What follows belongs to an exercise in optimizing a design on an open flow for small area and a short achievable clock period; a production flow would make more cautious choices.
Only simulation tests tie the RTL to the original design; equivalence was not proved.
Power figures rest on the tool's default switching activity, not on a simulated workload.

`design.v`:
```
package mpa_core_pkg;
    localparam int data_width = 32;
    localparam int im_depth = 32;
    localparam int dm_depth = 32;
    localparam logic [data_width-1:0] reset_pc = '0;
    typedef logic [data_width-1:0] word_t;
    typedef enum logic [1:0] {
        dbg_none = 2'd0,   
        dbg_im   = 2'd1,   
        dbg_dm   = 2'd2,   
        dbg_mr   = 2'd3    
    } debug_func_e;
    typedef struct packed {
        logic        mem_debug;   
        debug_func_e func;        
        logic        we;          
        word_t       addr;        
        word_t       din;         
    } dbg_req_t;
endpackage
package mips_isa_pkg;
    localparam int opcode_w  = 6;
    localparam int reg_idx_w = 5;
    localparam int imm_w     = 16;
    localparam int num_regs = 2 ** reg_idx_w;   
    typedef enum logic [opcode_w-1:0] {
        op_special = 6'b00_0000,   
        op_lui     = 6'b00_1111,
        op_lb      = 6'b10_0000,
        op_lh      = 6'b10_0001,
        op_lw      = 6'b10_0011,
        op_lbu     = 6'b10_0100,
        op_lhu     = 6'b10_0101
    } opcode_e;
    typedef enum logic [2:0] {
        ld_none,        
        ld_upper_imm,   
        ld_byte,        
        ld_byte_u,      
        ld_half,        
        ld_half_u,      
        ld_word         
    } load_kind_e;
    typedef struct packed {
        opcode_e              opcode;
        logic [reg_idx_w-1:0] rs;    
        logic [reg_idx_w-1:0] rt;    
        logic [imm_w-1:0]     imm;   
    } mips_instr_t;
    typedef struct packed {
        logic       reg_we;      
        load_kind_e load_kind;
    } ctrl_t;
endpackage
module mpa_mips_top (
    input  logic                   mem_debug_clk_gate,
    input  logic                   HW_RSTn,
    input  logic                   dbg_mem_debug,   
    input  logic [1:0]             dbg_func,        
    input  logic                   dbg_we,          
    input  logic [31:0]            dbg_addr,        
    input  logic [31:0]            dbg_din,         
    output logic [31:0]            dout
);
    function automatic logic [31:0] dec32(input logic [4:0] idx);
        for (int i = 0; i < 32; i++) dec32[i] = (idx == i[4:0]);
    endfunction
    function automatic logic [31:0] rd32(input logic [31:0][31:0] mem, input logic [31:0] sel);
        rd32 = 32'h0;
        for (int i = 0; i < 32; i++) rd32 = rd32 | ({32{sel[i]}} & mem[i]);
    endfunction
    logic [31:0][31:0] im_mem;     
    logic [31:0][31:0] dm_mem;     
    logic [31:0][31:0] regs;       
    logic [31:0]       rf_vld;     
    logic [4:0]  pc_nxt;           
    logic        at_start;         
    logic [31:0] instr_q;          
    logic [6:0]  rs_q;             
    wire       md    = dbg_mem_debug;
    wire [4:0] a_mem = dbg_addr[6:2];
    wire [4:0] a_reg = dbg_addr[4:0];
    wire       f_im  = (dbg_func == 2'd1);
    wire       f_dm  = (dbg_func == 2'd2);
    wire       f_mr  = (dbg_func == 2'd3);
    wire [31:0] dec_am = dec32(a_mem);
    wire [31:0] dec_ar = dec32(a_reg);
    wire im_we = md & dbg_we & f_im;
    wire dm_we = md & dbg_we & f_dm;
    wire [31:0] instr  = at_start ? im_mem[0] : instr_q;
    wire [5:0]  opcode = instr[31:26];
    wire [4:0]  rt     = instr[20:16];
    wire [15:0] imm    = instr[15:0];
    wire [31:0] im_sel = ({32{md}} & dec_am) | ({32{~md}} & dec32(pc_nxt));
    wire [31:0] im_rd  = rd32(im_mem, im_sel);
    wire [6:0]  ea     = rs_q + imm[6:0];
    wire [31:0] dm_sel = ({32{md}} & dec_am) | ({32{~md}} & dec32(ea[6:2]));
    wire [31:0] dm_rd  = rd32(dm_mem, dm_sel);
    wire [31:0] mr_rd  = rd32(regs, dec_ar & rf_vld & 32'hffff_fffe);
    wire [4:0]  im0_rs_nxt = (im_we && (a_mem == 5'd0)) ? dbg_din[25:21] : im_mem[0][25:21];
    wire [4:0]  rs_nxt     = md ? im0_rs_nxt : im_rd[25:21];
    wire [31:0] rs_rd      = rd32(regs, dec32(rs_nxt) & rf_vld & 32'hffff_fffe);
    logic        ld_we;
    logic [31:0] wb_data;
    always_comb begin
        ld_we   = 1'b1;
        case (opcode)
            6'h0f:   wb_data = {imm, 16'h0000};
            6'h20:   wb_data = {{24{dm_rd[7]}}, dm_rd[7:0]};
            6'h24:   wb_data = {24'h0, dm_rd[7:0]};
            6'h21:   wb_data = {{16{dm_rd[15]}}, dm_rd[15:0]};
            6'h25:   wb_data = {16'h0, dm_rd[15:0]};
            6'h23:   wb_data = dm_rd;
            default: begin
                wb_data = 32'h0;
                ld_we   = 1'b0;
            end
        endcase
    end
    wire        rf_we   = md ? (dbg_we & f_mr) : ld_we;
    wire [4:0]  rf_widx = md ? a_reg : rt;
    wire [31:0] rf_wd   = md ? dbg_din : wb_data;
    wire [31:0] rf_wsel = {32{rf_we}} & dec32(rf_widx) & 32'hffff_fffe;
    wire [6:0]  rs_val_nxt = (rf_we && (rf_widx == rs_nxt) && (rs_nxt != 5'd0)) ? rf_wd[6:0] : rs_rd[6:0];
    always_ff @(posedge mem_debug_clk_gate or negedge HW_RSTn) begin
        if (!HW_RSTn) begin
            pc_nxt   <= 5'd1;
            at_start <= 1'b1;
            rs_q     <= 7'h0;
            rf_vld   <= 32'h0;
        end else begin
            pc_nxt   <= md ? 5'd1 : pc_nxt + 5'd1;
            at_start <= md;
            rs_q     <= rs_val_nxt;
            rf_vld   <= rf_vld | rf_wsel;
        end
    end
    always_ff @(posedge mem_debug_clk_gate) begin
        instr_q <= im_rd;
        for (int i = 1; i < 32; i++)
            if (rf_wsel[i]) regs[i] <= rf_wd;
        for (int i = 0; i < 32; i++) begin
            if (im_we && dec_am[i]) im_mem[i] <= dbg_din;
            if (dm_we && dec_am[i]) dm_mem[i] <= dbg_din;
        end
    end
    assign dout = ({32{f_im}} & (md ? im_rd : instr)) |
                  ({32{f_dm}} & dm_rd) |
                  ({32{f_mr}} & mr_rd);
endmodule
```
`run.sh`:
```
#!/bin/bash
# synth_recipe.tcl (not shown) runs the flow's synth.tcl, then flattens the netlist and writes it again
# the make line also repeats each setting of config.mk as NAME=value (left out here)
make -C /OpenROAD-flow-scripts/flow DESIGN_CONFIG=/design/flow/config.mk WORK_HOME=/design/flow/orfs CLKGATE_MAP_FILE= SYNTH_SCRIPT=/design/flow/synth_recipe.tcl finish
```
`config.mk`:
```
export PLATFORM = sky130hd
export DESIGN_NAME = mpa_mips_top
export DESIGN_NICKNAME = mpa_mips_top
export VERILOG_FILES = /design/flow/design.v
export SDC_FILE = /design/flow/constraint.sdc
export NUM_CORES = 4
export LEC_CHECK = 0
export CAP_MARGIN = 20
export CORE_MARGIN = 2
export CORE_UTILIZATION = 60
export CTS_BUF_LIST = sky130_fd_sc_hd__clkbuf_16
export CTS_CLUSTER_DIAMETER = 60
export CTS_CLUSTER_SIZE = 24
export SETUP_SLACK_MARGIN = 5
export SLEW_MARGIN = 20
export TNS_END_PERCENT = 100
```
`constraint.sdc`:
```
create_clock -name core_clock -period 16.0 [get_ports {mem_debug_clk_gate}]
set_input_delay 3.2000 -clock core_clock [delete_from_list [all_inputs] [get_ports {mem_debug_clk_gate}]]
set_output_delay 3.2000 -clock core_clock [all_outputs]
set_load 0.01 [all_outputs]
```
==> impl_metrics.csv, run 1 <==
group,metric,value,unit
clock_tree,cts_sinks,3116,
logic_synthesis,synthFlopType,"edfxtp_1",
cells_and_area,multiInputGateArea,0.0252,sq mm
place,port_buffers,76,
timing,setup_tns,0,ps
power_and_ir_drop,power.density,123,mW/mm^2
clock_tree,clockBufferDepth,3,
clock_tree,cts_made_buffers,186,
routing,dr_wl_met2,199,mm
global_route,grt_max_degree,67,
logic_synthesis,ys_ff_latch,3116,
worst_setup_path,rr_worst_depth,15,
cells_and_area,stdcell_count,9864,
clock_tree,cts_tree,"yes",
routing,dr.pass1.iters,10,
cells_and_area,most-common-layout-cells,"edfxtp_1, a22oi_1, a22o_1",
timing,slew_headroom,0.162,
logic_synthesis,synthTopCellsByArea,"edfxtp_1, a22oi_1, a22o_1",
timing,hold_violations,0,
worst_setup_path,path_class,"in -> out",
clock_tree,cts_root_buffer,"clkbuf_16",
hold_path,holdCritPathClass,"reg -> reg",
cells_and_area,drive_gt1_frac,0.155,
routing,highest_layer,"met5",
global_route,overflow,0,
cells_and_area,nets,7145,
logic_synthesis,synth_xor_area_frac,0.00142,
routing,drt_iter0_drc,16000,
clock_tree,cts-htree-levels,4,
timing,slew_violations,0,
logic_synthesis,syn_avg_cell_area,17.2,sq um
die,die_w,448,um
cells_and_area,syn2layout_area_growth,11.4,%
power_and_ir_drop,combPwrFrac,0.109,
worst_setup_path,endpoint_kind,"output pin",
die,start_util,0.602,
logic_synthesis,syn-cell-area,0.118,sq mm
hold_path,whs_path_depth,1,
timing,grt_setup_unrepaired,"yes",
worst_setup_path,critPathLaunch,"dbg_addr[3]",
power_and_ir_drop,power.share.clock,0.330,
clock_tree,cts_hold_buf,0,
clock_tree,clock_latency,910,ps
place,place_congestion,1.01,
routing,wl_met1,156,mm
job,maxCapViolCount,0,
logic_synthesis,synth_adder_area_share,0.00116,
cells_and_area,n_fill_cell,13300,
power_and_ir_drop,p_sw_frac,0.266,
global_route,grt_usage,0.457,
power_and_ir_drop,internal_power,11.9,mW
worst_setup_path,cp_top_family,"buffers and inverters",
place,dp.final_hpwl,262,mm
logic_synthesis,synth_mux_area_frac,0.00525,
routing,drt_wl_total,461,mm
worst_setup_path,cp_max_fo,28,
logic_synthesis,synthArstFlopShare,0.0141,
cells_and_area,final_common_cell,"edfxtp_1",
timing,clock_skew,33.2,ps
routing,wl_met3,73.8,mm
die,core,0.197,sq mm
place,dp_cells,9464,
status,status,"timing/DRC/antenna clean",
routing,drtAntennaViolNets,0,
worst_setup_path,crit_chain,"clkdlybuf4s50_1 -> buf_8 -> and2_1 -> buf_4 -> a22o_2 -> buf_6 -> a22o_1 -> a221oi_1 -> nand4_1 -> or3_1 -> nor2_4 -> nor2_1 -> o211ai_1 -> o21ai_0 -> clkdlybuf4s50_1",
logic_synthesis,synthCells,6867,
global_route,grt_pass1_wl,615,mm
logic_synthesis,synth_cell_types,113,
logic_synthesis,synth_compound_area_frac,0.129,
worst_setup_path,cp_common_cell,"clkdlybuf4s50_1",
power_and_ir_drop,leakage,41.7,nW
timing,fin_crit_sh,0.696,
timing,max_freq,0.0898,GHz
routing,vias,78000,
worst_setup_path,path_buf_inv,5,
timing,finalSetupViolCount,0,
logic_synthesis,yosysWarnings,1,
clock_tree,clkSlewWorstSetupHoldPaths,90,ps
power_and_ir_drop,max-vdd-ir-drop,0.000163,V
logic_synthesis,synth_edf_count,3040,
worst_setup_path,slowest_delay,590,ps
die,die_y,448,um
worst_setup_path,slowest_stage,"clkdlybuf4s50_1",
cells_and_area,regArea,0.0930,sq mm
routing,avgRoutedWirePerCell,46.7,um
timing,min_period,11140,ps
logic_synthesis,syn_nets,6948,
routing,via_per_inst,7.91,
power_and_ir_drop,p_seq_frac,0.561,
die,num_rows,163,
global_route,antenna_found_initial,24,
worst_setup_path,cp-start-kind,"primary input",
die,io_pins,102,
timing,max_slew.worst_pin.slew,1250,ps
worst_setup_path,crit_arrival,7940,ps
worst_setup_path,rr_startpoint,"at_start$_DFF_PN1_",
global_route,grt_pass1_vias,72100,
logic_synthesis,synth_top_cell_area_share,0.771,
die,dieArea,0.201,sq mm
logic_synthesis,yosysSeqAreaShare,0.786,
logic_synthesis,yosysTopAreaCell,"edfxtp_1",
worst_setup_path,path_depth,15,
hold_path,hp-start,"rf_vld[28]$_DFF_PN0_",
logic_synthesis,synth-simple-area-share,0.0600,
worst_setup_path,cp_data_required_time,12800,ps
routing,drc,0,
power_and_ir_drop,power.switching,4.32,mW
logic_synthesis,synth_top_family_by_area,"compound AO/OA/AOI/OAI gates",
[per-layer routing]
| metal | vias to the layer above | track usage |
|---|---|---|
| met5 | - | 0 |
| met4 | 16 | 0.256 |
| met3 | 1586 | 0.149 |
| met2 | 7433 | 0.665 |
| met1 | 39400 | 0.614 |
| li1 | 29600 | - |
[logic make-up (layout without fill, tap and decap cells)]
kind of cell             after synthesis  after routing
XOR/XNOR                              15             15
AND/OR/NAND/NOR                     1307           1308
buffers and inverters                499            840
flip-flops                          3116           3116
multiplexers                          57             57
adder cells (fa/ha/maj)               11             11
AO/OA/AOI/OAI                       1862           1863
other                                  0             14
[cell usage after synthesis, types with 25 or more instances]
library cell  instances
a22o_1              376
buf_2                66
nand4_1             295
buf_1                65
dfrtp_1              42
o211ai_1             25
a222oi_1            137
edfxtp_1           3040
mux2_2               31
dfxtp_1              32
nand2_1             208
or3_1                27
nand3_1             197
nor3_1               55
inv_1                37
and3_1              106
o21ai_0              58
a221o_1              31
a21oi_1              61
a221oi_1            364
nor2_1              216
mux2i_1              25
clkbuf_1            313
or2_2                41
a22oi_1             607
o22ai_1              48
[per-stage QoR]
stage                     total power, mW  hold WS [ps]  worst slack, ps  utilization  instance area, sq um
after floorplan                      9.92           445             6920            -                118000
after global placement               10.9           464             3430        0.632                124000
after detailed placement             10.9           468             3430        0.633                125000
after CTS                            16.1           488             4940        0.668                132000
after global routing                 16.5           498             4900        0.670                132000
final                                16.3           497             4860        0.670                132000
[power groups by stage]
stage,clock [mW],combinational (mW),sequential (mW)
6_report,5.36,1.77,9.12
5_1_grt,5.63,1.77,9.12
4_1_cts,5.35,1.65,9.11
3_5_place_dp,0,1.60,9.30
3_3_place_gp,0,1.59,9.29
2_1_floorplan,0,0.677,9.24
[worst register-to-register path: cells and delay by family, from the launching register on]
family / cells / cell delay (ps)
AO/OA/AOI/OAI: 6 / 2320
multiplexers: 1 / 510
AND/OR/NAND/NOR: 5 / 2760
flip-flops: 1 / 530
adder cells (fa/ha/maj): 1 / 410
buffers and inverters: 2 / 790
[final timing paths]
| path | slack [ps] | to |
|---|---|---|
| setup / recovery | 4860 | dout[3] |
| hold / removal | 500 | rf_vld[28]$_DFF_PN0_ |
| setup reg to reg | 8170 | regs[177]$_DFFE_PP_ |
| hold reg to reg | 500 | rf_vld[28]$_DFF_PN0_ |
| max in group asynchronous | 13030 | rf_vld[9]$_DFF_PN0_ |
| min in group asynchronous | 2430 | rf_vld[21]$_DFF_PN0_ |
[area by class of cell]
cell class	count	share of cell area
clock inverter	139	0.0112
antenna	14	0.000266
sequential	3116	0.705
timing repair buffer	466	0.0291
clock buffer	195	0.0370
tap	2640	0.0250
inverter	40	0.00116
multi-input combinational	3254	0.191
[repair_timing]
action                     CTS  global route
setup endpoints to repair   32            25
buffers inserted            26            22
cloned                       3             0
gates resized for setup     98            44
pin swaps                   13            10
[sequential cells by signal, summed over array words and instances (netlist names)]
register	cells
at_start	1
dm_mem	1024
im_mem	1024
instr_q	32
pc_nxt	5
regs	992
rf_vld	31
rs_q	7
==> run 2, diff against run 1 <==
--- a/design.v
+++ b/design.v
@@ -96,7 +96,7 @@
     wire [6:0]  ea     = rs_q + imm[6:0];
     wire [31:0] dm_sel = ({32{md}} & dec_am) | ({32{~md}} & dec32(ea[6:2]));
     wire [31:0] dm_rd  = rd32(dm_mem, dm_sel);
-    wire [31:0] mr_rd  = rd32(regs, dec_ar & rf_vld & 32'hffff_fffe);
+    wire [31:0] mr_rd  = rd32(regs, dec_ar & rf_vld & {{31{f_mr}}, 1'b0});
     wire [4:0]  im0_rs_nxt = (im_we && (a_mem == 5'd0)) ? dbg_din[25:21] : im_mem[0][25:21];
     wire [4:0]  rs_nxt     = md ? im0_rs_nxt : im_rd[25:21];
     wire [31:0] rs_rd      = rd32(regs, dec32(rs_nxt) & rf_vld & 32'hffff_fffe);
@@ -146,5 +146,5 @@
     end
     assign dout = ({32{f_im}} & (md ? im_rd : instr)) |
                   ({32{f_dm}} & dm_rd) |
-                  ({32{f_mr}} & mr_rd);
+                  mr_rd;
 endmodule
==> flow/run.sh (new file) <==
#!/bin/bash
set -euo pipefail
bash standard.sh SETUP_SLACK_MARGIN=7 "BUFFER_PORTS_ARGS=-buffer_cell sky130_fd_sc_hd__buf_4" finish > standard_flow.log 2>&1
==> standard.sh (new file) <==
#!/bin/bash
# synth_recipe.tcl (not shown) runs the flow's synth.tcl, then flattens the netlist and writes it again
# the make line also repeats each setting of config.mk as NAME=value (left out here)
make -C /OpenROAD-flow-scripts/flow DESIGN_CONFIG=/design/flow/config.mk WORK_HOME=/design/flow/orfs CLKGATE_MAP_FILE= SYNTH_SCRIPT=/design/flow/synth_recipe.tcl "${@:-finish}"
--- a/config.mk
+++ b/config.mk
@@ -11,6 +11,5 @@
 export CTS_BUF_LIST = sky130_fd_sc_hd__clkbuf_16
 export CTS_CLUSTER_DIAMETER = 60
 export CTS_CLUSTER_SIZE = 24
-export SETUP_SLACK_MARGIN = 5
 export SLEW_MARGIN = 20
 export TNS_END_PERCENT = 100
removed: run.sh
==> impl_metrics.csv, run 2 <==
group,metric,value,unit
power_and_ir_drop,total_power,16.3,mW
timing,max_slew.worst_pin.slew,1280,ps
clock_tree,clockBufferDepth,3,
worst_setup_path,r2r-end,"rs_q[5]$_DFF_PN0_",
routing,dr.pass1.iters,14,
global_route,grt_max_degree,68,
job,maxCapViolCount,0,
global_route,grt_pass1_vias,71000,
clock_tree,clkSlewWorstSetupHoldPaths,80,ps
die,num_rows,161,
timing,clock_skew,76.4,ps
global_route,overflow,0,
status,status,"timing/DRC/antenna clean",
power_and_ir_drop,p_sw_frac,0.257,
routing,via_per_inst,8.00,
worst_setup_path,endpoint_kind,"output pin",
logic_synthesis,synthCells,6613,
worst_setup_path,ff2ff_setup_slack,9020,ps
power_and_ir_drop,combPwrFrac,0.114,
logic_synthesis,synth_top_cells_by_count,"edfxtp_1, a22oi_1, clkbuf_1, a22o_1, a221oi_1",
logic_synthesis,syn_nets,6694,
logic_synthesis,synthArstFlopShare,0.0141,
power_and_ir_drop,internal_power,12.1,mW
die,dieArea,0.198,sq mm
power_and_ir_drop,power.share.clock,0.329,
logic_synthesis,syn_avg_cell_area,17.6,sq um
routing,drtAntennaViolNets,0,
timing,max_freq,0.0971,GHz
logic_synthesis,synthTopCellsByArea,"edfxtp_1, a22oi_1, a22o_1",
timing,fin_crit_sh,0.644,
power_and_ir_drop,max-vdd-ir-drop,0.000134,V
clock_tree,cts_root_buffer,"clkbuf_16",
place,dp.final_hpwl,230,mm
power_and_ir_drop,power.switching,4.18,mW
cells_and_area,syn2layout_area_growth,17.3,%
worst_setup_path,rr_startpoint,"pc_nxt[2]$_DFF_PN0_",
place,port_buffers,76,
routing,drt_wl_total,474,mm
die,start_util,0.604,
logic_synthesis,synth_edf_count,3040,
clock_tree,cts_hold_buf,0,
logic_synthesis,synth.most_common_cell,"edfxtp_1",
timing,slew_violations,0,
routing,drt_iter0_drc,16600,
routing,drc,0,
global_route,grt_pass1_wl,620,mm
clock_tree,cts_sinks,3116,
logic_synthesis,ys_ff_latch,3116,
logic_synthesis,yosysWarnings,33,
routing,avgRoutedWirePerCell,48.6,um
timing,hold_violations,0,
hold_path,holdCritPathClass,"reg -> reg",
cells_and_area,nets,7152,
routing,vias,78100,
hold_path,whs_path_depth,1,
logic_synthesis,syn-cell-area,0.116,sq mm
timing,finalSetupViolCount,0,
worst_setup_path,cp-start-kind,"primary input",
worst_setup_path,critPathLaunch,"dbg_mem_debug",
timing,setup_tns,0,ps
die,die_w,445,um
clock_tree,clock_latency,930,ps
die,core,0.193,sq mm
timing,min_period,10300,ps
die,die_y,445,um
power_and_ir_drop,power.density,119,mW/mm^2
timing,grt_setup_unrepaired,"yes",
clock_tree,cts-htree-levels,4,
logic_synthesis,synthFlopType,"edfxtp_1",
worst_setup_path,crit_arrival,7100,ps
cells_and_area,final_common_cell,"edfxtp_1",
cells_and_area,n_fill_cell,12000,
logic_synthesis,synth_cell_types,79,
cells_and_area,most-common-layout-cells,"edfxtp_1, a22oi_1, buf_4",
worst_setup_path,cp_max_fo,14,
clock_tree,cts_made_buffers,186,
place,place_congestion,0.992,
cells_and_area,reg_top3,"dm_mem x1024, im_mem x1024, regs x992",
power_and_ir_drop,p_seq_frac,0.557,
clock_tree,cts_tree,"yes",
global_route,antenna_found_initial,23,
worst_setup_path,path_class,"in -> out",
die,io_pins,102,
global_route,grt_usage,0.471,
logic_synthesis,synth_top_cell_area_share,0.784,
worst_setup_path,worstSetupEndpoint,"dout[20]",
worst_setup_path,cp_data_required_time,12800,ps
cells_and_area,drive_gt1_frac,0.218,
timing,slew_headroom,0.142,
power_and_ir_drop,leakage,44.0,nW
logic_synthesis,yosysSeqAreaShare,0.799,
worst_setup_path,rr_worst_depth,16,
logic_synthesis,yosysTopAreaCell,"edfxtp_1",
run 2: cell count changes in the layout (fill, tap and decap cells not counted), moves of 65 or more:
cell / before / now
a22o_1: 369 / 290
a22oi_1: 607 / 708
a221oi_2: 2 / 78
buf_4: 353 / 418
a221oi_1: 362 / 204
buf_6: 18 / 87
buf_12: 11 / 110
run 2: final cells by class:
cell class	count	area (sq um)	share of cell area
Sequential cell	3116	93000	0.681
Multi-Input combinational cell	3039	25400	0.186
Timing Repair Buffer	709	8550	0.0626
Clock buffer	194	4850	0.0355
Tap cell	2526	3160	0.0231
Clock inverter	140	1480	0.0109
Inverter	19	77.6	0.000568
Antenna cell	16	40.0	0.000293
run 2: worst min-delay path by stage:
stage	start	end	slack [ps]
after global placement	rf_vld[24]$_DFF_PN0_	rf_vld[24]$_DFF_PN0_	460
final	rf_vld[27]$_DFF_PN0_	rf_vld[27]$_DFF_PN0_	490
after CTS	pc_nxt[0]$_DFF_PN1_	pc_nxt[0]$_DFF_PN1_	490
after global routing	pc_nxt[0]$_DFF_PN1_	pc_nxt[0]$_DFF_PN1_	510
after floorplan	rf_vld[10]$_DFF_PN0_	rf_vld[10]$_DFF_PN0_	450
after detailed placement	rf_vld[24]$_DFF_PN0_	rf_vld[24]$_DFF_PN0_	470
run 2: power by group through the flow:
| stage | logic [mW] | clock network (mW) | registers [mW] |
|---|---|---|---|
| 2_1_floorplan | 0.583 | 0 | 9.22 |
| 6_report | 1.86 | 5.36 | 9.07 |
| 5_1_grt | 1.84 | 5.61 | 9.07 |
| 3_5_place_dp | 1.38 | 0 | 9.25 |
| 4_1_cts | 1.65 | 5.33 | 9.06 |
| 3_3_place_gp | 1.36 | 0 | 9.24 |
run 2: logic make-up (layout without fill, tap and decap cells):
kind of cell / after synthesis / count (layout) / share of synthesized area
xor gates and xnor gates: 11 / 11 / 0.000827
buffers and inverters: 458 / 1062 / 0.0154
adders and majority gates: 11 / 11 / 0.00118
and+or+nand+nor: 1197 / 1197 / 0.0566
other: 0 / 16 / 0
AOI/OAI and AO/OA: 1758 / 1758 / 0.122
DFF: 3116 / 3116 / 0.799
muxes: 62 / 62 / 0.00560
run 2: what timing repair did:
action,4_1_cts,5_1_grt
gates cloned,39,10
buffers inserted,227,83
gates resized for setup,652,139
endpoints found under the setup margin,38,32
pin swaps,189,118
run 2: worst max-delay path, cell delays in order:
cell	delay (ps)
buf_16	140
buf_16	160
nor4bb_4	150
buf_6	140
buf_4	140
nand2_4	130
nand2_4	140
buf_12	200
a22oi_1	210
nand3_1	110
or4_4	650
o211ai_1	1000
nand3_2	390
buf_6	240
run 2: layer usage:
metal | GRT usage | part of all wire | vias to the layer above
met5 | 0 | 0.00032 | -
met4 | 0.299 | 0.082 | 20
met3 | 0.165 | 0.16 | 1892
met2 | 0.685 | 0.43 | 7937
met1 | 0.609 | 0.32 | 39200
li1 | - | - | 29000
run 2: through the flow:
stage / util / instances / setup WS [ps] / cell area (sq um) / hold slack, ps
2_1_floorplan: - / 6613 / 7020 / 117000 / 446
3_3_place_gp: 0.634 / 9049 / 4470 / 122000 / 463
3_5_place_dp: 0.634 / 9050 / 4480 / 122000 / 466
4_1_cts: 0.700 / 9650 / 6320 / 135000 / 489
5_1_grt: 0.708 / 9745 / 5920 / 137000 / 508
6_report: 0.708 / 9759 / 5700 / 137000 / 490
==> run 3, diff against run 2 <==
==> flow/run.sh (replaced) <==
#!/bin/bash
set -euo pipefail
bash standard.sh SETUP_SLACK_MARGIN=10 "BUFFER_PORTS_ARGS=-buffer_cell sky130_fd_sc_hd__buf_4" finish > standard_flow.log 2>&1
==> impl_metrics.csv, run 3 <==
group,metric,value,unit
worst_setup_path,path_class,"in -> out",
timing,grt_setup_unrepaired,"yes",
die,die_w,445,um
logic_synthesis,synthCells,6613,
worst_setup_path,cp_top_family,"compound AO/OA/AOI/OAI gates",
logic_synthesis,synth_top_cell_area_share,0.784,
worst_setup_path,slowest_stage,"o211ai_1",
place,dp_cells,9037,
worst_setup_path,crit_arrival,6640,ps
logic_synthesis,syn_avg_cell_area,17.6,sq um
logic_synthesis,synth_top_cells_by_count,"edfxtp_1, a22oi_1, clkbuf_1, a22o_1, a221oi_1",
timing,slew_violations,0,
routing,drt_iter0_drc,16000,
place,dp.final_hpwl,231,mm
clock_tree,cts_root_buffer,"clkbuf_16",
cells_and_area,reg_top3,"dm_mem x1024, im_mem x1024, regs x992",
power_and_ir_drop,power.density,117,mW/mm^2
cells_and_area,nets,7252,
place,dp_slack,4740,ps
cells_and_area,final_common_cell,"edfxtp_1",
global_route,grt_max_degree,68,
routing,vias,78900,
timing,finalSetupViolCount,0,
timing,min_period,9840,ps
cells_and_area,stdcell_count,9841,
timing,slew_headroom,0.0705,
global_route,overflow,0,
routing,drt_wl_total,478,mm
timing,fin_crit_sh,0.615,
status,status,"timing/DRC/antenna clean",
worst_setup_path,cp_max_fo,5,
logic_synthesis,synthArstFlopShare,0.0141,
place,dpl_cell_area,0.123,sq mm
job,maxCapViolCount,0,
timing,hold_violations,0,
timing,clock_skew,29.3,ps
routing,avgRoutedWirePerCell,48.5,um
worst_setup_path,slowest_delay,680,ps
timing,whs,490,ps
timing,max_freq,0.102,GHz
clock_tree,clockBufferDepth,3,
place,port_buffers,76,
worst_setup_path,endpoint_kind,"output pin",
logic_synthesis,synthTopCellsByArea,"edfxtp_1, a22oi_1, a22o_1",
logic_synthesis,yosysTopAreaCell,"edfxtp_1",
clock_tree,cts-htree-levels,4,
timing,max_slew.worst_pin.slew,1390,ps
cells_and_area,syn2layout_area_growth,19.0,%
logic_synthesis,synth_edf_count,3040,
worst_setup_path,cp_data_required_time,12800,ps
worst_setup_path,crit_chain,"buf_16 -> buf_16 -> nor4bb_4 -> buf_4 -> a22o_4 -> buf_12 -> buf_16 -> a22o_1 -> a221oi_2 -> nand4_1 -> or3_4 -> o211ai_1 -> nand3_2 -> buf_6",
clock_tree,cts_made_buffers,183,
clock_tree,cts_tree,"yes",
die,num_rows,161,
hold_path,holdCritPathClass,"reg -> reg",
logic_synthesis,syn-cell-area,0.116,sq mm
global_route,grt_usage,0.473,
logic_synthesis,yosysWarnings,33,
cells_and_area,most-common-layout-cells,"edfxtp_1, a22oi_1, buf_4",
clock_tree,cts_hold_buf,0,
worst_setup_path,path_buf_inv,6,
cells_and_area,drive_gt1_frac,0.247,
power_and_ir_drop,leakage,44.6,nW
die,io_pins,102,
global_route,antenna_found_initial,23,
logic_synthesis,synth_cell_types,79,
cells_and_area,final_area,0.139,sq mm
die,dieArea,0.198,sq mm
timing,layout_setup_ws,6160,ps
clock_tree,clkSlewWorstSetupHoldPaths,70,ps
place,place_congestion,0.989,
worst_setup_path,cp_common_cell,"buf_16",
power_and_ir_drop,max-vdd-ir-drop,0.000139,V
logic_synthesis,synthFlopType,"edfxtp_1",
routing,drc,0,
logic_synthesis,synth.most_common_cell,"edfxtp_1",
logic_synthesis,syn_nets,6694,
die,core,0.193,sq mm
routing,dr.pass1.iters,10,
worst_setup_path,cp-start-kind,"primary input",
die,start_util,0.604,
clock_tree,clock_latency,890,ps
global_route,grt_pass1_vias,72400,
clock_tree,cts_sinks,3116,
timing,setup_tns,0,ps
routing,via_per_inst,8.02,
logic_synthesis,yosysSeqAreaShare,0.799,
global_route,grt_pass1_wl,625,mm
routing,drtAntennaViolNets,0,
logic_synthesis,ys_ff_latch,3116,
die,die_y,445,um
[run 3: cell types whose count changed in the layout (fill, tap and decap cells not counted), moves of 7 or more]
cell       change
a2111oi_0     -10
a21oi_4       +25
a221oi_1      -11
a221oi_2       +8
a22oi_1       -16
a22oi_2       +16
and3_1        -36
and3_2         +7
and3_4        +29
buf_12        +27
buf_4         +49
clkinv_1      -12
nor3_4         +7
o21ai_4        +8
[run 3: layout make-up]
class | count | area, sq um
clock inverters | 123 | 1340
flip-flops and latches | 3116 | 93000
inverters | 19 | 105
fillers | 11800 | 54200
repair inverters | 1 | 16.3
well taps | 2526 | 3160
multi-input cells | 3065 | 26700
repair buffers | 785 | 9440
clock buffers | 190 | 4750
diodes | 16 | 40.0
[run 3: logic make-up (layout without fill, tap and decap cells)]
logic type,count (synthesis),count (layout),share of synthesized area
other,0,16,0
xor gates and xnor gates,11,11,0.000827
AOI/OAI and AO/OA,1758,1782,0.122
DFF,3116,3116,0.799
muxes,62,62,0.00560
buffers and inverters,458,1118,0.0154
adders and majority gates,11,11,0.00118
and+or+nand+nor,1197,1199,0.0566
[run 3: routing by layer]
layer | wire [um] | up-vias | share of wire | global-route usage
met5 | 356 | - | 0.00075 | 0.00244
met4 | 37600 | 24 | 0.079 | 0.284
met3 | 81800 | 1907 | 0.17 | 0.170
met2 | 204000 | 8098 | 0.43 | 0.686
met1 | 154000 | 39600 | 0.32 | 0.617
li1 | - | 29300 | - | -
[run 3: report_power, final]
| group | total [mW] | switching, mW | internal (mW) |
|---|---|---|---|
| sequential | 9.07 | 0.0623 | 9.01 |
| combinational | 1.96 | 1.31 | 0.647 |
| clock | 5.24 | 2.78 | 2.46 |
[run 3: worst paths after layout]
kind	slack [ps]	from	to	depth (start not counted)
max	6160	dbg_mem_debug	dout[19]	14
min	490	pc_nxt[0]$_DFF_PN1_	pc_nxt[0]$_DFF_PN1_	1
max reg2reg	9690	pc_nxt[3]$_DFF_PN0_	rs_q[2]$_DFF_PN0_	14
min reg2reg	490	pc_nxt[0]$_DFF_PN1_	pc_nxt[0]$_DFF_PN1_	1
max in group asynchronous	13130	HW_RSTn	rf_vld[1]$_DFF_PN0_	1
min in group asynchronous	2360	HW_RSTn	rf_vld[13]$_DFF_PN0_	1
[run 3: what timing repair did]
action,4_1_cts,5_1_grt
cloned,57,20
setup buffers,271,127
endpoints found under the setup margin,2044,898
resized for setup,705,250
pin swaps,223,198
[run 3: per-stage QoR]
step	power (mW)	util
after floorplan	9.87	-
after global placement	10.6	0.636
after detailed placement	10.7	0.636
after CTS	16.0	0.704
after global routing	16.5	0.719
final	16.3	0.719
==> run 4, diff against run 3 <==
--- a/config.mk
+++ b/config.mk
@@ -8,8 +8,9 @@
 export CAP_MARGIN = 20
 export CORE_MARGIN = 2
 export CORE_UTILIZATION = 60
-export CTS_BUF_LIST = sky130_fd_sc_hd__clkbuf_16
+export CTS_BUF_LIST = sky130_fd_sc_hd__clkbuf_8
 export CTS_CLUSTER_DIAMETER = 60
-export CTS_CLUSTER_SIZE = 24
+export CTS_CLUSTER_SIZE = 16
+export GPL_ROUTABILITY_DRIVEN = 0
 export SLEW_MARGIN = 20
 export TNS_END_PERCENT = 100
==> impl_metrics.csv, run 4 <==
group,metric,value,unit
worst_setup_path,cp_common_cell,"buf_6",
worst_setup_path,cp_max_fo,5,
cells_and_area,final_common_cell,"edfxtp_1",
timing,hold_violations,0,
die,io_pins,102,
routing,avgRoutedWirePerCell,48.2,um
routing,vias,79600,
power_and_ir_drop,power.share.clock,0.262,
power_and_ir_drop,p_sw_frac,0.262,
timing,min_period,9970,ps
logic_synthesis,syn-cell-area,0.116,sq mm
routing,drtAntennaViolNets,0,
timing,clock_skew,45.3,ps
logic_synthesis,synthCells,6613,
cells_and_area,reg_top3,"dm_mem x1024, im_mem x1024, regs x992",
timing,fin_crit_sh,0.623,
power_and_ir_drop,combPwrFrac,0.131,
cells_and_area,multiInputGateArea,0.0264,sq mm
worst_setup_path,r2r-end,"rs_q[4]$_DFF_PN0_",
timing,layout_setup_ws,6030,ps
die,die_w,445,um
logic_synthesis,syn_nets,6694,
cells_and_area,n_fill_cell,12200,
logic_synthesis,yosysWarnings,33,
timing,grt_setup_unrepaired,"yes",
worst_setup_path,ff2ff_setup_slack,10070,ps
place,dp_slack,4480,ps
logic_synthesis,synth_top_cell_area_share,0.784,
timing,finalSetupViolCount,0,
die,core,0.193,sq mm
worst_setup_path,rr_startpoint,"pc_nxt[3]$_DFF_PN0_",
clock_tree,cts_root_buffer,"clkbuf_8",
clock_tree,cts_sinks,3116,
hold_path,holdCritPathClass,"reg -> reg",
place,dp.final_hpwl,231,mm
die,die_y,445,um
cells_and_area,nets,7289,
logic_synthesis,synthTopCellsByArea,"edfxtp_1, a22oi_1, a22o_1",
timing,slew_headroom,0.132,
job,maxCapViolCount,0,
logic_synthesis,synth_edf_count,3040,
worst_setup_path,crit_arrival,6770,ps
clock_tree,clkSlewWorstSetupHoldPaths,100,ps
power_and_ir_drop,power.switching,3.91,mW
power_and_ir_drop,p_seq_frac,0.607,
die,num_rows,161,
global_route,grt_pass1_wl,623,mm
timing,max_freq,0.100,GHz
routing,drc,0,
logic_synthesis,synthArstFlopShare,0.0141,
logic_synthesis,yosysSeqAreaShare,0.799,
power_and_ir_drop,max-vdd-ir-drop,0.000108,V
logic_synthesis,ys_ff_latch,3116,
routing,drt_iter0_drc,16400,
timing,setup_tns,0,ps
worst_setup_path,critPathLaunch,"dbg_mem_debug",
worst_setup_path,cp_data_required_time,12800,ps
power_and_ir_drop,internal_power,11.0,mW
global_route,grt_usage,0.472,
worst_setup_path,cp-start-kind,"primary input",
cells_and_area,syn2layout_area_growth,16.5,%
logic_synthesis,synthFlopType,"edfxtp_1",
worst_setup_path,slowest_stage,"o211ai_1",
cells_and_area,drive_gt1_frac,0.239,
logic_synthesis,yosysTopAreaCell,"edfxtp_1",
status,status,"timing/DRC/antenna clean",
timing,whs,502,ps
worst_setup_path,worstSetupEndpoint,"dout[20]",
die,start_util,0.604,
clock_tree,clockBufferDepth,3,
global_route,overflow,0,
power_and_ir_drop,total_power,14.9,mW
worst_setup_path,path_class,"in -> out",
logic_synthesis,synth_top_cells_by_count,"edfxtp_1, a22oi_1, clkbuf_1, a22o_1, a221oi_1",
power_and_ir_drop,leakage,43.6,nW
logic_synthesis,syn_avg_cell_area,17.6,sq um
global_route,antenna_found_initial,27,
clock_tree,clock_latency,1080,ps
clock_tree,cts_made_buffers,222,
cells_and_area,most-common-layout-cells,"edfxtp_1, a22oi_1, buf_4",
routing,dr.pass1.iters,22,
logic_synthesis,synth.most_common_cell,"edfxtp_1",
clock_tree,cts-htree-levels,4,
logic_synthesis,synth_cell_types,79,
cells_and_area,regArea,0.0930,sq mm
die,dieArea,0.198,sq mm
routing,drt_wl_total,475,mm
routing,via_per_inst,8.08,
worst_setup_path,crit_chain,"buf_16 -> buf_6 -> buf_16 -> nand3b_1 -> buf_6 -> buf_6 -> o22ai_4 -> buf_12 -> buf_12 -> buf_12 -> a22oi_2 -> nand4_1 -> or4_4 -> o211ai_1 -> nand3_4 -> buf_6",
timing,slew_violations,0,
worst_setup_path,rr_worst_depth,15,
timing,max_slew.worst_pin.slew,1300,ps
global_route,grt_max_degree,68,
global_route,grt_pass1_vias,72500,
worst_setup_path,endpoint_kind,"output pin",
place,port_buffers,76,
clock_tree,cts_tree,"yes",
worst_setup_path,slowest_delay,680,ps
power_and_ir_drop,power.density,110,mW/mm^2
[run 4: cell counts after synthesis]
No cell type changed its count.
[run 4: layout make-up]
| cell class | instances | share of cell area |
|---|---|---|
| timing repair buffer | 788 | 0.0676 |
| sequential | 3116 | 0.686 |
| multi-input combinational | 3061 | 0.195 |
| inverter | 19 | 0.000775 |
| tap | 2526 | 0.0233 |
| clock inverter | 93 | 0.00429 |
| antenna | 18 | 0.000332 |
| clock buffer | 229 | 0.0232 |
[run 4: metrics by stage]
step / util / std cells / cell area [sq um]
2_1_floorplan: - / 6613 / 118000
3_3_place_gp: 0.636 / 9031 / 123000
3_5_place_dp: 0.636 / 9032 / 123000
4_1_cts: 0.695 / 9726 / 134000
5_1_grt: 0.703 / 9835 / 136000
6_report: 0.704 / 9850 / 136000
[run 4: power by group through the flow]
stage	combinational [mW]	sequential (mW)	clock [mW]
3_5_place_dp	1.41	9.24	0
4_1_cts	1.78	9.06	3.89
5_1_grt	1.94	9.07	4.16
3_3_place_gp	1.39	9.24	0
2_1_floorplan	0.655	9.22	0
6_report	1.96	9.07	3.92
[run 4: critical path, delay by kind of cell]
family,cells,cell delay [ps]
buf+inv,9,1420
simple gates,4,1200
compound gates,3,930
[run 4: what timing repair did]
item / CTS / global route
hold buffers: 0 / 0
pin swaps: 240 / 164
setup endpoints to repair: 2053 / 854
gates resized for setup: 733 / 141
buffers inserted: 309 / 100
gates cloned: 63 / 6
[run 4: how the worst min path moves through the flow]
stage / start / endpoint / slack [ps] / depth (start not counted)
2_1_floorplan: rf_vld[19]$_DFF_PN0_ / rf_vld[19]$_DFF_PN0_ / 450 / 1
4_1_cts: pc_nxt[0]$_DFF_PN1_ / pc_nxt[0]$_DFF_PN1_ / 500 / 1
6_report: pc_nxt[0]$_DFF_PN1_ / pc_nxt[0]$_DFF_PN1_ / 500 / 1
5_1_grt: pc_nxt[0]$_DFF_PN1_ / pc_nxt[0]$_DFF_PN1_ / 530 / 1
3_3_place_gp: rf_vld[31]$_DFF_PN0_ / rf_vld[31]$_DFF_PN0_ / 460 / 1
3_5_place_dp: rf_vld[31]$_DFF_PN0_ / rf_vld[31]$_DFF_PN0_ / 460 / 1
[run 4: kinds of logic after synthesis]
family,count (synthesis),share of synthesized area
xor gates and xnor gates,11,0.000827
AOI/OAI and AO/OA,1758,0.122
adders and majority gates,11,0.00118
buffers and inverters,458,0.0154
DFF,3116,0.799
and+or+nand+nor,1197,0.0566
muxes,62,0.00560
[run 4: per-layer routing]
metal / part of all wire / vias to the layer above / GRT usage / wire, um
met5: 0.00080 / - / 0.000733 / 380
met4: 0.080 / 28 / 0.280 / 38100
met3: 0.17 / 2114 / 0.182 / 80900
met2: 0.43 / 8328 / 0.683 / 202000
met1: 0.32 / 39900 / 0.612 / 153000
li1: - / 29200 / - / -
==> run 5, diff against run 4 <==
--- a/config.mk
+++ b/config.mk
@@ -11,6 +11,5 @@
 export CTS_BUF_LIST = sky130_fd_sc_hd__clkbuf_8
 export CTS_CLUSTER_DIAMETER = 60
 export CTS_CLUSTER_SIZE = 16
-export GPL_ROUTABILITY_DRIVEN = 0
 export SLEW_MARGIN = 20
 export TNS_END_PERCENT = 100
==> impl_metrics.csv, run 5 <==
group,metric,value,unit
status,status,"timing/DRC/antenna clean",
global_route,grt_pass1_wl,629,mm
worst_setup_path,crit_arrival,6740,ps
logic_synthesis,syn_avg_cell_area,17.6,sq um
global_route,grt_usage,0.477,
clock_tree,cts_root_buffer,"clkbuf_8",
global_route,grt_max_degree,68,
cells_and_area,multiInputGateArea,0.0266,sq mm
timing,layout_setup_ws,6060,ps
clock_tree,clock_latency,1100,ps
global_route,overflow,0,
power_and_ir_drop,leakage,43.6,nW
timing,slew_violations,0,
timing,min_period,9940,ps
logic_synthesis,synth_edf_count,3040,
routing,drt_wl_total,479,mm
clock_tree,clockBufferDepth,3,
die,start_util,0.604,
worst_setup_path,crit_chain,"buf_16 -> buf_16 -> nor4bb_4 -> buf_4 -> buf_4 -> nand2_2 -> nand2_1 -> buf_12 -> a221oi_1 -> nand4_1 -> or3_4 -> o211ai_1 -> nand3_2 -> buf_6",
power_and_ir_drop,max-vdd-ir-drop,0.0000919,V
place,dp.final_hpwl,231,mm
worst_setup_path,path_class,"in -> out",
logic_synthesis,syn-cell-area,0.116,sq mm
logic_synthesis,synth_top_cell_area_share,0.784,
place,place_congestion,0.989,
worst_setup_path,slowest_delay,660,ps
die,core,0.193,sq mm
worst_setup_path,cp-start-kind,"primary input",
die,num_rows,161,
routing,drc,0,
logic_synthesis,synth_top_cells_by_count,"edfxtp_1, a22oi_1, clkbuf_1, a22o_1, a221oi_1",
clock_tree,cts_made_buffers,221,
die,die_w,445,um
worst_setup_path,slowest_stage,"o211ai_1",
logic_synthesis,synthArstFlopShare,0.0141,
hold_path,holdCritPathClass,"reg -> reg",
timing,slew_headroom,0.194,
timing,finalSetupViolCount,0,
cells_and_area,n_fill_cell,12100,
logic_synthesis,yosysWarnings,33,
timing,setup_tns,0,ps
power_and_ir_drop,power.density,110,mW/mm^2
timing,max_slew.worst_pin.slew,1210,ps
cells_and_area,regArea,0.0930,sq mm
timing,hold_violations,0,
clock_tree,cts_tree,"yes",
clock_tree,cts_sinks,3116,
logic_synthesis,ys_ff_latch,3116,
worst_setup_path,endpoint_kind,"output pin",
worst_setup_path,cp_data_required_time,12800,ps
routing,drtAntennaViolNets,0,
die,dieArea,0.198,sq mm
timing,max_freq,0.101,GHz
worst_setup_path,path_buf_inv,6,
routing,avgRoutedWirePerCell,48.8,um
global_route,antenna_found_initial,32,
timing,clock_skew,114,ps
logic_synthesis,synthTopCellsByArea,"edfxtp_1, a22oi_1, a22o_1",
timing,grt_setup_unrepaired,"yes",
logic_synthesis,yosysTopAreaCell,"edfxtp_1",
worst_setup_path,cp_top_family,"simple AND/OR/NAND/NOR gates",
place,dp_slack,4740,ps
place,port_buffers,76,
logic_synthesis,synth_cell_types,79,
die,die_y,445,um
routing,vias,79100,
logic_synthesis,synthFlopType,"edfxtp_1",
routing,drt_iter0_drc,17200,
cells_and_area,nets,7271,
job,maxCapViolCount,0,
cells_and_area,reg_top3,"dm_mem x1024, im_mem x1024, regs x992",
global_route,grt_pass1_vias,72700,
logic_synthesis,yosysSeqAreaShare,0.799,
routing,via_per_inst,8.05,
cells_and_area,drive_gt1_frac,0.238,
die,io_pins,102,
logic_synthesis,synth.most_common_cell,"edfxtp_1",
cells_and_area,most-common-layout-cells,"edfxtp_1, a22oi_1, buf_4",
clock_tree,clkSlewWorstSetupHoldPaths,90,ps
cells_and_area,final_common_cell,"edfxtp_1",
cells_and_area,syn2layout_area_growth,16.7,%
worst_setup_path,cp_max_fo,27,
logic_synthesis,synthCells,6613,
logic_synthesis,syn_nets,6694,
timing,fin_crit_sh,0.621,
routing,dr.pass1.iters,22,
clock_tree,cts-htree-levels,4,
## run 5: cell count changes in the layout (fill, tap and decap cells not counted), sizes merged, moves of 2 or more
cell,previous run,this run
o21ai,22,24
inv,82,73
buf,765,740
diode,18,23
bufinv,3,7
clkbuf,231,233
## run 5: final cells by class
class | count | share of cell area
multi-input cells | 3061 | 0.196
diodes | 23 | 0.000424
clock inverters | 85 | 0.00498
well taps | 2526 | 0.0233
repair inverters | 1 | 0.000120
flip-flops and latches | 3116 | 0.685
repair buffers | 770 | 0.0674
clock buffers | 225 | 0.0228
inverters | 19 | 0.000773
## run 5: cells by family after synthesis
kind of cell | Yosys count | share of synthesized area
adder cells (fa/ha/maj) | 11 | 0.00118
XOR/XNOR | 11 | 0.000827
AND/OR/NAND/NOR | 1197 | 0.0566
multiplexers | 62 | 0.00560
buffers and inverters | 458 | 0.0154
flip-flops | 3116 | 0.799
AO/OA/AOI/OAI | 1758 | 0.122
## run 5: path summary, 6_finish.rpt
kind	startpoint	end	slack [ps]	cells past startpoint
worst max register to register	pc_nxt[3]$_DFF_PN0_	rs_q[2]$_DFF_PN0_	9380	15
max in group asynchronous	HW_RSTn	rs_q[2]$_DFF_PN0_	13270	1
min in group asynchronous	HW_RSTn	rf_vld[13]$_DFF_PN0_	2180	1
worst min register to register	pc_nxt[0]$_DFF_PN1_	pc_nxt[0]$_DFF_PN1_	490	1
worst max-delay path	dbg_mem_debug	dout[19]	6060	14
worst min-delay path	pc_nxt[0]$_DFF_PN1_	pc_nxt[0]$_DFF_PN1_	490	1
## run 5: where the power goes
group | switching, mW | internal (mW) | total, mW | leakage (nW)
Clock | 2.54 | 1.42 | 3.96 | 2.08
Combinational | 1.31 | 0.633 | 1.94 | 12.8
Sequential | 0.0612 | 9.01 | 9.07 | 28.7
## run 5: repair_timing
action                      CTS  global route
gates resized for setup     692           197
pin swaps                   247           171
hold endpoints to repair      0             0
cloned                       63            14
setup buffers               265           112
hold buffers                  0             0
setup endpoints to repair  2015           618
## run 5: layer usage
layer / vias to the layer above / part of all wire / track usage
met5: - / 0.00097 / 0
met4: 26 / 0.080 / 0.286
met3: 2028 / 0.17 / 0.185
met2: 8290 / 0.42 / 0.689
met1: 39600 / 0.32 / 0.617
li1: 29200 / - / -
## run 5: per-stage QoR
step	hold slack [ps]	instance area (sq um)	utilization	instances	power [mW]
global route	519	136000	0.705	9810	15.2
finish	495	136000	0.705	9826	15.0
global placement	464	123000	0.636	9035	10.6
floorplan	446	118000	-	6613	9.87
CTS	495	134000	0.693	9675	14.7
detailed placement	463	123000	0.636	9037	10.7
==> run 6, diff against run 5 <==
--- a/config.mk
+++ b/config.mk
@@ -7,7 +7,7 @@
 export LEC_CHECK = 0
 export CAP_MARGIN = 20
 export CORE_MARGIN = 2
-export CORE_UTILIZATION = 60
+export CORE_UTILIZATION = 55
 export CTS_BUF_LIST = sky130_fd_sc_hd__clkbuf_8
 export CTS_CLUSTER_DIAMETER = 60
 export CTS_CLUSTER_SIZE = 16
==> impl_metrics.csv, run 6 <==
group,metric,value,unit
die,core,0.210,sq mm
power_and_ir_drop,max-vdd-ir-drop,0.000113,V
logic_synthesis,synth.most_common_cell,"edfxtp_1",
routing,drc,0,
worst_setup_path,path_class,"in -> out",
status,status,"timing/DRC/antenna clean",
clock_tree,cts-htree-levels,4,
logic_synthesis,synthTopCellsByArea,"edfxtp_1, a22oi_1, a22o_1",
power_and_ir_drop,combPwrFrac,0.136,
hold_path,min_to,"pc_nxt[0]$_DFF_PN1_",
timing,grt_setup_unrepaired,"yes",
logic_synthesis,syn_nets,6694,
logic_synthesis,yosysSeqAreaShare,0.799,
logic_synthesis,yosysWarnings,33,
logic_synthesis,syn-cell-area,0.116,sq mm
logic_synthesis,synthCells,6613,
routing,drtAntennaViolNets,0,
worst_setup_path,r2r-end,"rs_q[2]$_DFF_PN0_",
cells_and_area,final_common_cell,"edfxtp_1",
timing,min_period,9770,ps
logic_synthesis,ys_ff_latch,3116,
cells_and_area,drive_gt1_frac,0.253,
die,die_y,464,um
global_route,grt_pass1_vias,73000,
power_and_ir_drop,p_sw_frac,0.264,
timing,fin_crit_sh,0.610,
clock_tree,cts_root_buffer,"clkbuf_8",
cells_and_area,multiInputGateArea,0.0266,sq mm
die,start_util,0.555,
worst_setup_path,ff2ff_setup_slack,9900,ps
die,die_w,464,um
timing,setup_tns,0,ps
power_and_ir_drop,total_power,15.1,mW
cells_and_area,regArea,0.0930,sq mm
routing,dr.pass1.iters,13,
logic_synthesis,synth_edf_count,3040,
logic_synthesis,synthArstFlopShare,0.0141,
cells_and_area,n_fill_cell,14300,
logic_synthesis,synth_cell_types,79,
power_and_ir_drop,power.switching,3.99,mW
timing,whs,501,ps
global_route,grt_pass1_wl,656,mm
hold_path,hp-start,"pc_nxt[0]$_DFF_PN1_",
worst_setup_path,cp-start-kind,"primary input",
cells_and_area,final_area,0.138,sq mm
timing,finalSetupViolCount,0,
worst_setup_path,cp_data_required_time,12800,ps
logic_synthesis,yosysTopAreaCell,"edfxtp_1",
worst_setup_path,endpoint_kind,"output pin",
timing,slew_violations,0,
global_route,grt_max_degree,68,
logic_synthesis,synth_top_cells_by_count,"edfxtp_1, a22oi_1, clkbuf_1, a22o_1, a221oi_1",
worst_setup_path,cp_max_fo,29,
routing,avgRoutedWirePerCell,48.9,um
timing,max_freq,0.102,GHz
power_and_ir_drop,power.density,110,mW/mm^2
place,dp.final_hpwl,242,mm
job,maxCapViolCount,0,
routing,vias,80100,
clock_tree,clkSlewWorstSetupHoldPaths,100,ps
clock_tree,cts_tree,"yes",
logic_synthesis,synth_top_cell_area_share,0.784,
timing,hold_violations,0,
power_and_ir_drop,leakage,44.5,nW
hold_path,holdCritPathClass,"reg -> reg",
routing,via_per_inst,7.82,
logic_synthesis,syn_avg_cell_area,17.6,sq um
worst_setup_path,rr_worst_depth,14,
cells_and_area,nets,7409,
clock_tree,clock_latency,1100,ps
clock_tree,clockBufferDepth,3,
place,place_congestion,1.02,
place,dpl_cell_area,0.123,sq mm
worst_setup_path,crit_arrival,6570,ps
clock_tree,cts_hold_buf,0,
clock_tree,cts_sinks,3116,
global_route,antenna_found_initial,29,
global_route,grt_usage,0.456,
timing,slew_headroom,0.213,
cells_and_area,syn2layout_area_growth,18.5,%
power_and_ir_drop,p_seq_frac,0.600,
power_and_ir_drop,power.share.clock,0.264,
die,io_pins,102,
clock_tree,cts_made_buffers,222,
place,port_buffers,76,
die,num_rows,168,
worst_setup_path,rr_startpoint,"pc_nxt[0]$_DFF_PN1_",
timing,max_slew.worst_pin.slew,1180,ps
routing,drt_wl_total,502,mm
logic_synthesis,synthFlopType,"edfxtp_1",
global_route,overflow,0,
cells_and_area,most-common-layout-cells,"edfxtp_1, a22oi_1, buf_4",
timing,clock_skew,101,ps
routing,drt_iter0_drc,16900,
die,dieArea,0.215,sq mm
cells_and_area,reg_top3,"dm_mem x1024, im_mem x1024, regs x992",
hold_path,whs_path_depth,1,
power_and_ir_drop,internal_power,11.1,mW
-- run 6: worst max path at each step --
stage | startpoint | to | slack (ps) | cells after the start
floorplan | dbg_mem_debug | dout[31] | 7400 | 12
global placement | dbg_mem_debug | dout[2] | 3980 | 13
detailed placement | dbg_mem_debug | dout[2] | 3940 | 13
CTS | dbg_addr[0] | dout[2] | 6420 | 11
global route | dbg_mem_debug | dout[19] | 6390 | 15
finish | dbg_mem_debug | dout[19] | 6230 | 13
-- run 6: repair_timing --
action / in CTS / in global routing
pin swaps: 281 / 136
buffers inserted: 396 / 90
gates resized for setup: 803 / 143
cloned: 77 / 11
endpoints found under the setup margin: 2034 / 691
-- run 6: cell families (layout without fill, tap and decap cells) --
| group | after synthesis | after routing | synth area share |
|---|---|---|---|
| compound gates | 1758 | 1781 | 0.122 |
| xor+xnor | 11 | 11 | 0.000827 |
| fa+ha+maj | 11 | 11 | 0.00118 |
| buf+inv | 458 | 1243 | 0.0154 |
| flops | 3116 | 3116 | 0.799 |
| mux | 62 | 62 | 0.00560 |
| other cells | 0 | 23 | 0 |
| simple gates | 1197 | 1202 | 0.0566 |
-- run 6: worst max-delay path: stages --
cell,delay (ps)
buf_16,140
buf_16,130
nand4b_1,140
buf_6,160
o22ai_4,90
buf_12,200
a22o_1,290
a221oi_2,170
nand4_1,120
or3_4,390
o211ai_1,860
nand3_4,300
buf_6,220
-- run 6: final cells by class --
cell class,count,share of cell area
inverter,19,0.000734
timing repair buffer,901,0.0791
multi-input combinational,3067,0.193
clock inverter,92,0.00461
tap,2805,0.0254
clock buffer,230,0.0229
sequential,3116,0.674
timing repair inverter,1,0.000118
antenna,23,0.000417
-- run 6: routing by layer --
layer | GRT usage | vias up | wire length (um)
li1 | - | 29500 | -
met1 | 0.595 | 40600 | 166000
met2 | 0.656 | 8116 | 212000
met3 | 0.169 | 1928 | 82700
met4 | 0.273 | 22 | 40600
met5 | 0.00624 | - | 301
-- run 6: power groups by stage --
| stage | clock, mW | sequential (mW) | combinational (mW) |
|---|---|---|---|
| detailed placement | 0 | 9.25 | 1.43 |
| finish | 4.00 | 9.07 | 2.06 |
| floorplan | 0 | 9.22 | 0.655 |
| CTS | 3.98 | 9.06 | 1.88 |
| global placement | 0 | 9.25 | 1.42 |
| global route | 4.25 | 9.07 | 2.04 |
-- run 6: metrics by stage --
stage	cells	setup WS, ps	utilization
4_1_cts	10100	6420	0.649
5_1_grt	10200	6390	0.657
3_3_place_gp	9334	3980	0.586
6_report	10300	6230	0.657
2_1_floorplan	6613	7400	-
3_5_place_dp	9335	3940	0.587

## static timing again, ports no longer ideal
The results above use ideal ports. As a check the final layouts listed here were re-extracted and re-timed, cells and wires unchanged.
Step 1, drivers: a clkbuf_16 drives mem_debug_clk_gate and a buf_2 each remaining input, both assumed.
Step 2 adds t to the input delays and takes it off the output delays; t is the mean of the earliest and latest rising clock arrival at the registers after step 1. Input paths then give back, and output paths get back, about the clock's delay inside the block.
a / b / c = ideal ports / drivers / drivers and shift; a / b = the first two.
run | t, ns | setup WS [ns] | worst setup path at the end
run 1 | 0.982 | 4.860 / 4.688 / 4.688 | input to output
run 2 | 0.992 | 5.704 / 5.319 / 5.319 | input to output
run 3 | 0.966 | 6.162 / 5.798 / 5.798 | input to output
run 4 | 1.163 | 6.025 / 5.644 / 5.644 | input to output
run 5 | 1.140 | 6.058 / 5.840 / 5.840 | input to output
run 6 | 1.139 | 6.233 / 5.745 / 5.745 | input to output
After both steps every run listed still meets setup and hold. For run 6, which loses most, drivers alone change the setup slack by -0.488 ns; drivers and shift together by -0.488 ns.
